Source: an optimization exercise on an open RTL-to-GDS flow (aim: small area, a short achievable clock period and few clock cycles). Production flows keep margins and buffers that such runs may drop. Where RTL was checked, it was by simulation tests only, not by an equivalence proof against the original. Power figures rest on the tool's default switching activity, not on a simulated workload.

## bmp24_stream_writer
module bmp24_stream_writer #(
  parameter int MAX_DIMENSION = bsw_pkg::MAX_DIMENSION_DEFAULT
) (
  input  wire logic                          clk,
  input  wire logic                          rst,
  input  wire logic                          cfg_write,
  input  wire logic [bsw_pkg::CFG_IDX_W-1:0] cfg_index,
  input  wire logic [bsw_pkg::CFG_W-1:0]     cfg_data,
  input  wire logic                          pixel_valid,
  output logic                               pixel_stall,
  input  wire logic [bsw_pkg::PIXEL_W-1:0]   pixel,
  output logic                               file_valid,
  input  wire logic                          file_stall,
  output logic [bsw_pkg::FILE_WORD_W-1:0]    file_word
);
  function automatic logic [14:0] clamp_dim(input logic [14:0] v);
    if (v[14] && (v[13:0] != '0)) clamp_dim = 15'h4000;
    else if (v == '0)             clamp_dim = 15'd1;
    else                          clamp_dim = v;
  endfunction
  function automatic logic [5:0] inc6(input logic [5:0] x);
    for (int i = 0; i < 6; i++) inc6[i] = x[i] ^ (&(x | ~((6'd1 << i) - 6'd1)));
  endfunction
  function automatic logic [8:0] to_ad(input logic [16:0] v);
    logic [7:0] a;
    logic [7:0] b;
    logic       ge;
    a   = v[15:8];
    b   = v[7:0];
    ge  = (a >= b);
    to_ad = {a | {8{v[16]}}, ge && (a != 8'd0) && !v[16]};
  endfunction
  function automatic logic [7:0] ad_byte(input logic [8:0] ad);
    for (int i = 0; i < 8; i++)
      ad_byte[i] = ad[i+1] ^ (ad[0] && ((ad[8:1] & ((8'd1 << i) - 8'd1)) == 8'd0));
  endfunction
  logic [14:0] w_q;
  logic [14:0] h_q;
  logic [14:0] cfg_clamped;
  assign cfg_clamped = clamp_dim(cfg_data);
  always_ff @(posedge clk) begin
    if (rst) begin
      w_q <= 15'd1;
      h_q <= 15'd1;
    end else if (cfg_write) begin
      if (cfg_index) h_q <= cfg_clamped;
      else           w_q <= cfg_clamped;
    end
  end
  logic [14:0] x;
  logic [15:0] y;
  logic        mborrow;
  logic [3:0]  mcnt;
  logic        rbit;
  ...
Settings: LEC_CHECK=0, CAP_MARGIN=20, CORE_MARGIN=2, CORE_UTILIZATION=55, CTS_BUF_LIST=sky130_fd_sc_hd__clkbuf_4 sky130_fd_sc_hd__clkbuf_8, CTS_CLUSTER_DIAMETER=100, CTS_CLUSTER_SIZE=40, SETUP_SLACK_MARGIN=4.75, SLEW_MARGIN=20; clock period 7.5 ns.
standard.sh (not shown) runs the stock make flow with config.mk's settings and CLKGATE_MAP_FILE= SYNTH_SCRIPT=/design/flow/synth_recipe.tcl, a recipe that flattens the netlist after the stock synthesis.
==> flow/flow/run.sh <==
#!/bin/bash
# The standard layout, with plain buffers (instead of the default delay
# buffers) on the ports. Each tool's output goes to a log in this folder.
set -euo pipefail
export BUFFER_PORTS_ARGS="-buffer_cell sky130_fd_sc_hd__buf_1"
bash standard.sh finish > make_finish.log 2>&1
The starting point passed the timing, DRC and antenna checks.
Then changed:
--- a/flow/design.v
+++ b/flow/design.v
@@ -91,20 +91,20 @@
   assign rborrow = (~y[0] & y[2]) | (~(y[0] ^ y[2]) & mborrow);
   assign rbit    = y[1] ^ y[3] ^ rborrow;
   assign add_a   = c_row ? y : {1'b0, x};
   assign add_b   = mdone ? 16'hFFFF : {1'b0, h_q & {15{madd}}};
   assign msum    = add_a + add_b;
   assign w_one    = (w_q == 15'd1);
   assign h_one    = (h_q == 15'd1);
   assign col_last = hdr ? w_one : (x == 15'd1);
   assign row_last = hdr ? h_one : (y == 16'd1);
-  assign mstart   = mpend;
-  assign wsel     = w_q;
+  assign mstart   = cfg_write || mpend;
+  assign wsel     = (cfg_write && !cfg_index) ? cfg_clamped : w_q;
   assign size_out = emit && (pos == 6'd5) && !heoi;
   always_ff @(posedge clk) begin
     if (rst) begin
       x       <= 15'd0;
       y       <= {14'd14, 2'b00};
       mborrow <= 1'b0;
       mcnt    <= 4'd0;
       mdone   <= 1'b1;
       madd    <= 1'b0;
@@ -136,19 +136,19 @@
       c_init <= 1'b0;
       c_col  <= 1'b0;
       c_row  <= 1'b0;
       mpend  <= 1'b0;
       hdr    <= 1'b1;
     end else begin
       c_init <= size_out;
       c_col  <= c_init || (accept && !hdr && !(col_last && row_last));
       c_row  <= c_col && clq;
-      mpend  <= cfg_write || (accept && col_last && row_last);
+      mpend  <= accept && col_last && row_last;
       if (accept) hdr <= col_last && row_last;
     end
     if (accept) clq <= col_last;
   end
   logic [8:0] hb;
   logic [8:0] hg;
   logic [8:0] hr0;
   logic [8:0] hr1;
   logic       rsel;        
Effect: Routed wire length shrinks slightly; utilization goes down by 1.5 points; critical path depth fell by 3; power fell by a little under a tenth; die area falls slightly; final cell count goes down slightly; clock-buffer cell count rose by 2; clock power is about the same; worst setup slack improved by 30 ps; synthesized cell count came out lower by a few percent; combinational power is lower by about a fifth.
Testbench counts after the change, summed over its fixed seeds: cycles 195,483.
Function not checked in the first run of this note: the RTL went through the layout flow alone.

The RTL this note starts from:
==> flow/design.v <==
`default_nettype none
package bsw_pkg;
  localparam int CFG_W     = 15;   
  localparam int CFG_IDX_W = 1;    
  localparam int COLOUR_W  = 17;   
  localparam int BYTE_W    = 8;
  localparam int PIXEL_W     = 3 * COLOUR_W;
  localparam int FILE_WORD_W = BYTE_W + 2;
  localparam int MAX_DIMENSION_DEFAULT = 16384;
endpackage
`default_nettype wire
`default_nettype none
module bmp24_stream_writer #(
  parameter int MAX_DIMENSION = bsw_pkg::MAX_DIMENSION_DEFAULT
) (
  input  wire logic                          clk,
  input  wire logic                          rst,
  input  wire logic                          cfg_write,
  input  wire logic [bsw_pkg::CFG_IDX_W-1:0] cfg_index,
  input  wire logic [bsw_pkg::CFG_W-1:0]     cfg_data,
  input  wire logic                          pixel_valid,
  output logic                               pixel_stall,
  input  wire logic [bsw_pkg::PIXEL_W-1:0]   pixel,
  output logic                               file_valid,
  input  wire logic                          file_stall,
  output logic [bsw_pkg::FILE_WORD_W-1:0]    file_word
);
  function automatic logic [14:0] clamp_dim(input logic [14:0] v);
    if (v[14] && (v[13:0] != '0)) clamp_dim = 15'h4000;
    else if (v == '0)             clamp_dim = 15'd1;
    else                          clamp_dim = v;
  endfunction
  function automatic logic inc_eq(input logic [14:0] x, input logic [14:0] k);
    logic [15:0] d;
    d = {1'b0, x ^ k};
    inc_eq = d[0];
    for (int i = 0; i < 15; i++) begin
      if (d[i+1] && !d[i])         inc_eq = 1'b0;
      if (d[i] && d[i+1] && !x[i]) inc_eq = 1'b0;
      if (d[i] && !d[i+1] && x[i]) inc_eq = 1'b0;
    end
  endfunction
  function automatic logic [5:0] inc6(input logic [5:0] x);
    for (int i = 0; i < 6; i++) inc6[i] = x[i] ^ (&(x | ~((6'd1 << i) - 6'd1)));
  endfunction
  function automatic logic [8:0] to_ad(input logic [16:0] v);
    logic [7:0] a;
    logic [7:0] b;
    logic       ge;
    a   = v[15:8];
    b   = v[7:0];
    ge  = (a >= b);
    to_ad = {a | {8{v[16]}}, ge && (a != 8'd0) && !v[16]};
  endfunction
  function automatic logic [7:0] ad_byte(input logic [8:0] ad);
    for (int i = 0; i < 8; i++)
      ad_byte[i] = ad[i+1] ^ (ad[0] && ((ad[8:1] & ((8'd1 << i) - 8'd1)) == 8'd0));
  endfunction
  logic [14:0] w_q;
  logic [14:0] h_q;
  logic [14:0] cfg_clamped;
  assign cfg_clamped = clamp_dim(cfg_data);
  always_ff @(posedge clk) begin
    if (rst) begin
      w_q <= 15'd1;
      h_q <= 15'd1;
    end else if (cfg_write) begin
      if (cfg_index) h_q <= cfg_clamped;
      else           w_q <= cfg_clamped;
    end
  end
  logic [14:0] x;
  logic [15:0] y;
  logic        mborrow;
  logic [3:0]  mcnt;
  logic        rbit;
  logic        rborrow;
  logic [15:0] msum;
  logic        mdone;
  logic        madd;
  logic [14:0] wsel;
  logic        mstart;
  logic        hdr;        
  logic [15:0] add_a;
  logic        w_one;
  logic        col_last;
  logic        row_last;
  logic        hv;         
  logic        accept;
  logic        pend;       
  logic        clq;        
  logic        size_out;   
  logic [5:0] pos;
  logic       heoi;        
  logic       emit;
  assign rborrow = (~y[0] & y[2]) | (~(y[0] ^ y[2]) & mborrow);
  assign rbit    = y[1] ^ y[3] ^ rborrow;
  assign add_a   = (mdone && clq) ? y : {1'b0, x};
  assign msum    = add_a + ({1'b0, h_q & {15{madd}}} | {15'd0, mdone});
  assign w_one    = (w_q == 15'd1);
  assign col_last = hdr ? w_one : inc_eq(x, w_q);
  assign row_last = hdr ? (h_q == 15'd1) : inc_eq(y[14:0], h_q);
  assign accept   = pixel_valid && !hv;
  assign mstart   = cfg_write || (pend && heoi);
  assign wsel     = (cfg_write && !cfg_index) ? cfg_clamped : w_q;
  assign size_out = emit && (pos == 6'd5) && !heoi;
  always_ff @(posedge clk) begin
    if (rst) begin
      x       <= 15'd0;
      y       <= {14'd14, 2'b00};
      mborrow <= 1'b0;
      mcnt    <= 4'd0;
      mdone   <= 1'b1;
      madd    <= 1'b0;
    end else if (mstart) begin
      x       <= 15'd13;
      y       <= {1'b0, wsel};
      mborrow <= 1'b0;
      mcnt    <= 4'd14;
      mdone   <= 1'b0;
      madd    <= wsel[0] ^ wsel[2];
    end else if (!mdone) begin
      x       <= msum[15:1];
      y       <= {msum[0], y[15:1]};
      mborrow <= rborrow;
      mcnt    <= mcnt - 4'd1;
      mdone   <= (mcnt == 4'd1);
      madd    <= rbit && (mcnt != 4'd1);
    end else if (size_out) begin
      x       <= {14'd0, !w_one};
      y       <= {15'd0, w_one};
    end else if (pend && pos[5]) begin
      x       <= clq ? 15'd0 : msum[14:0];
      if (clq) y <= msum;
    end
  end
  always_ff @(posedge clk) begin
    if (rst) begin
      hdr  <= 1'b1;
      pend <= 1'b0;
    end else begin
      pend <= accept;
      if (accept) hdr <= col_last && row_last;
    end
    if (accept) clq <= col_last;
  end
  logic [8:0] hb;
  logic [8:0] hg;
  logic [8:0] hr;
  logic [1:0] hpad;
  logic [8:0] cb;
  logic [8:0] psel;
  logic [7:0] pbyte;
  logic       adv;
  logic       is_last;
  logic [7:0] nbyte;
  logic       ov;
  logic [7:0] od;
  logic       ol;
  logic       oe;
  assign cb      = to_ad(pixel[16:0]);
  assign psel    = accept ? cb : (pos[1] ? (pos[0] ? hg : hb) : hr);
  assign pbyte   = ad_byte(psel);
  assign adv     = !ov || !file_stall;
  assign emit    = hv && adv && (mdone || pos != 6'd2);
  assign is_last = (pos[5:2] == 4'b1110) && (pos[1:0] == hpad);
  always_comb begin
    unique case (pos)
      6'd0:  nbyte = 8'h42;
      6'd1:  nbyte = 8'h4D;
      6'd2:  nbyte = heoi ? 8'h3A : {y[7:2], 2'b10};
      6'd3:  nbyte = heoi ? 8'h00 : y[15:8];
      6'd4:  nbyte = heoi ? 8'h00 : x[7:0];
      6'd5:  nbyte = heoi ? 8'h00 : {1'b0, x[14:8]};
      6'd10: nbyte = 8'd54;
      6'd14: nbyte = 8'd40;
      6'd18: nbyte = heoi ? 8'h01 : w_q[7:0];
      6'd19: nbyte = heoi ? 8'h00 : {1'b0, w_q[14:8]};
      6'd22: nbyte = heoi ? 8'h01 : h_q[7:0];
      6'd23: nbyte = heoi ? 8'h00 : {1'b0, h_q[14:8]};
      6'd26: nbyte = 8'd1;
      6'd28: nbyte = 8'd24;
      6'd54: nbyte = pbyte;
      6'd55: nbyte = pbyte;
      6'd56: nbyte = pbyte;
      default: nbyte = 8'h00;
    endcase
  end
  always_ff @(posedge clk) begin
    if (rst) begin
      hv <= 1'b0;
      ov <= 1'b0;
    end else if (accept) begin
      hv <= 1'b1;
      if (adv) ov <= 1'b1;
    end else if (emit) begin
      ov <= 1'b1;
      if (is_last) hv <= 1'b0;
    end else if (adv) begin
      ov <= 1'b0;
    end
  end
  always_ff @(posedge clk) begin
    if (accept) begin
      hb   <= cb;
      hg   <= to_ad(pixel[33:17]);
      hr   <= to_ad(pixel[50:34]);
      hpad <= col_last ? w_q[1:0] : 2'd0;
      heoi <= col_last && row_last;
      pos  <= hdr ? {5'd0, adv} : (adv ? 6'd55 : 6'd54);
    end else if (emit) begin
      pos  <= inc6(pos);
    end
  end
  always_ff @(posedge clk) begin
    if (accept) begin
      if (adv) begin
        od <= hdr ? 8'h42 : pbyte;
        ol <= 1'b0;
        oe <= 1'b0;
      end
    end else if (emit) begin
      od <= nbyte;
      ol <= is_last;
      oe <= is_last && heoi;
    end
  end
  assign pixel_stall = hv;
  assign file_valid  = ov;
  assign file_word   = {od, ol, oe};
endmodule
`default_nettype wire
clock: 7.5 ns
lec_check: 0
cap_margin: 20
core_margin: 2
core_utilization: 40
setup_slack_margin: 4.5
slew_margin: 20
run.sh (not shown) runs the stock make flow with config.mk's settings and CLKGATE_MAP_FILE= SYNTH_SCRIPT=/design/flow/synth_recipe.tcl, a recipe that flattens the netlist after the stock synthesis.
Stock flow here: none of the scripts above is used.
Testbench counts at the start, summed over its fixed seeds: cycles 195,569.
==> next run, changes <==
--- a/flow/design.v
+++ b/flow/design.v
@@ -76,74 +76,61 @@
   logic        rbit;
   logic        rborrow;
   logic [15:0] msum;
   logic        mdone;
-  logic        madd;
-  logic [14:0] wsel;
   logic        mstart;
   logic        hdr;        
   logic [15:0] add_a;
   logic        w_one;
   logic        col_last;
   logic        row_last;
   logic        hv;         
   logic        accept;
-  logic        pend;       
-  logic        clq;        
   logic        size_out;   
   logic [5:0] pos;
   logic       heoi;        
   logic       emit;
+  assign rbit    = y[0] ^ y[2] ^ mborrow;
   assign rborrow = (~y[0] & y[2]) | (~(y[0] ^ y[2]) & mborrow);
-  assign rbit    = y[1] ^ y[3] ^ rborrow;
-  assign add_a   = (mdone && clq) ? y : {1'b0, x};
-  assign msum    = add_a + ({1'b0, h_q & {15{madd}}} | {15'd0, mdone});
+  assign add_a   = (mdone && col_last) ? y : {1'b0, x};
+  assign msum    = add_a + ((!mdone && rbit) ? {1'b0, h_q} : 16'd0) + {15'd0, mdone};
+  assign mdone   = (mcnt == 4'd0);
   assign w_one    = (w_q == 15'd1);
   assign col_last = hdr ? w_one : inc_eq(x, w_q);
   assign row_last = hdr ? (h_q == 15'd1) : inc_eq(y[14:0], h_q);
   assign accept   = pixel_valid && !hv;
-  assign mstart   = cfg_write || (pend && heoi);
-  assign wsel     = (cfg_write && !cfg_index) ? cfg_clamped : w_q;
+  assign mstart   = cfg_write || (accept && col_last && row_last);
   assign size_out = emit && (pos == 6'd5) && !heoi;
   always_ff @(posedge clk) begin
     if (rst) begin
       x       <= 15'd0;
       y       <= {14'd14, 2'b00};
       mborrow <= 1'b0;
       mcnt    <= 4'd0;
-      mdone   <= 1'b1;
-      madd    <= 1'b0;
     end else if (mstart) begin
       x       <= 15'd13;
-      y       <= {1'b0, wsel};
+      y       <= {1'b0, (cfg_write && !cfg_index) ? cfg_clamped : w_q};
       mborrow <= 1'b0;
       mcnt    <= 4'd14;
-      mdone   <= 1'b0;
-      madd    <= wsel[0] ^ wsel[2];
     end else if (!mdone) begin
       x       <= msum[15:1];
       y       <= {msum[0], y[15:1]};
       mborrow <= rborrow;
       mcnt    <= mcnt - 4'd1;
-      mdone   <= (mcnt == 4'd1);
-      madd    <= rbit && (mcnt != 4'd1);
     end else if (size_out) begin
       x       <= {14'd0, !w_one};
       y       <= {15'd0, w_one};
-    end else if (pend && pos[5]) begin
-      x       <= clq ? 15'd0 : msum[14:0];
-      if (clq) y <= msum;
-    end
-  end
-  always_ff @(posedge clk) begin
-    if (rst) begin
-      hdr  <= 1'b1;
-      pend <= 1'b0;
-    end else begin
-      pend <= accept;
-      if (accept) hdr <= col_last && row_last;
-    end
-    if (accept) clq <= col_last;
+    end else if (accept && !hdr) begin
+      x       <= col_last ? 15'd0 : msum[14:0];
+      if (col_last) y <= msum;
+    end
+  end
+  always_ff @(posedge clk) begin
+    if (rst) begin
+      hdr <= 1'b1;
+    end else if (accept) begin
+      hdr <= col_last && row_last;
+    end
   end
   logic [8:0] hb;
   logic [8:0] hg;
   logic [8:0] hr;
Outcome: The new run produced a clean layout. Hold slack gains 29 ps. Final cell count is about the same. Utilization went up by 1.8 points. Wire length went up slightly. Sequential share of layout area came out lower by 0.40 points. Worst setup slack gets worse by 1300 ps. Area after synthesis goes down by a few percent. Power is about the same. Sequential power goes down slightly. Clock skew drops by 9.6 ps. Cell area stays flat. Global-route usage went up by 2.2 points.
For the second run of this note, only the layout was checked, not whether the RTL still works.

## separate check: timing with driven ports
The results above use ideal ports. As a check the final layouts listed here were re-extracted and re-timed, cells and wires unchanged.
Step 1 (the two cells are an assumption about what drives the block):
set clk [get_ports {clk}]
set_driving_cell -lib_cell sky130_fd_sc_hd__clkbuf_16 $clk
set_driving_cell -lib_cell sky130_fd_sc_hd__buf_2 [delete_from_list [all_inputs] $clk]
Step 2, shift: input delay + t, output delay - t, t = (earliest + latest rising clock arrival at the registers) / 2. This alone moves slack from input paths to output paths.
a / b / c = ideal / step 1 / step 2; a / b = the first two.
run	t, ns	setup slack, ns	worst setup path at the end	slew at the worst register clock pin (ns)	worst slew at a driven data input, ns
the first run of note 1	0.504	4.725 / 4.725 / 4.346	input to register	0.10 / 0.10	0.03
the second run of note 1	0.494	4.755 / 4.755 / 4.352	input to register	0.08 / 0.08	0.04
the first run of note 2	0.466	4.474 / 4.474 / 4.069	input to register	0.06 / 0.06	0.05
the second run of note 2	0.465	3.136 / 3.136 / 3.136	register to register	0.06 / 0.06	0.05
After both steps setup and hold are still met in every run listed. The setup slack of the first run of note 2, which loses most, moves by 0.000 ns with the drivers and by -0.405 ns with both steps.
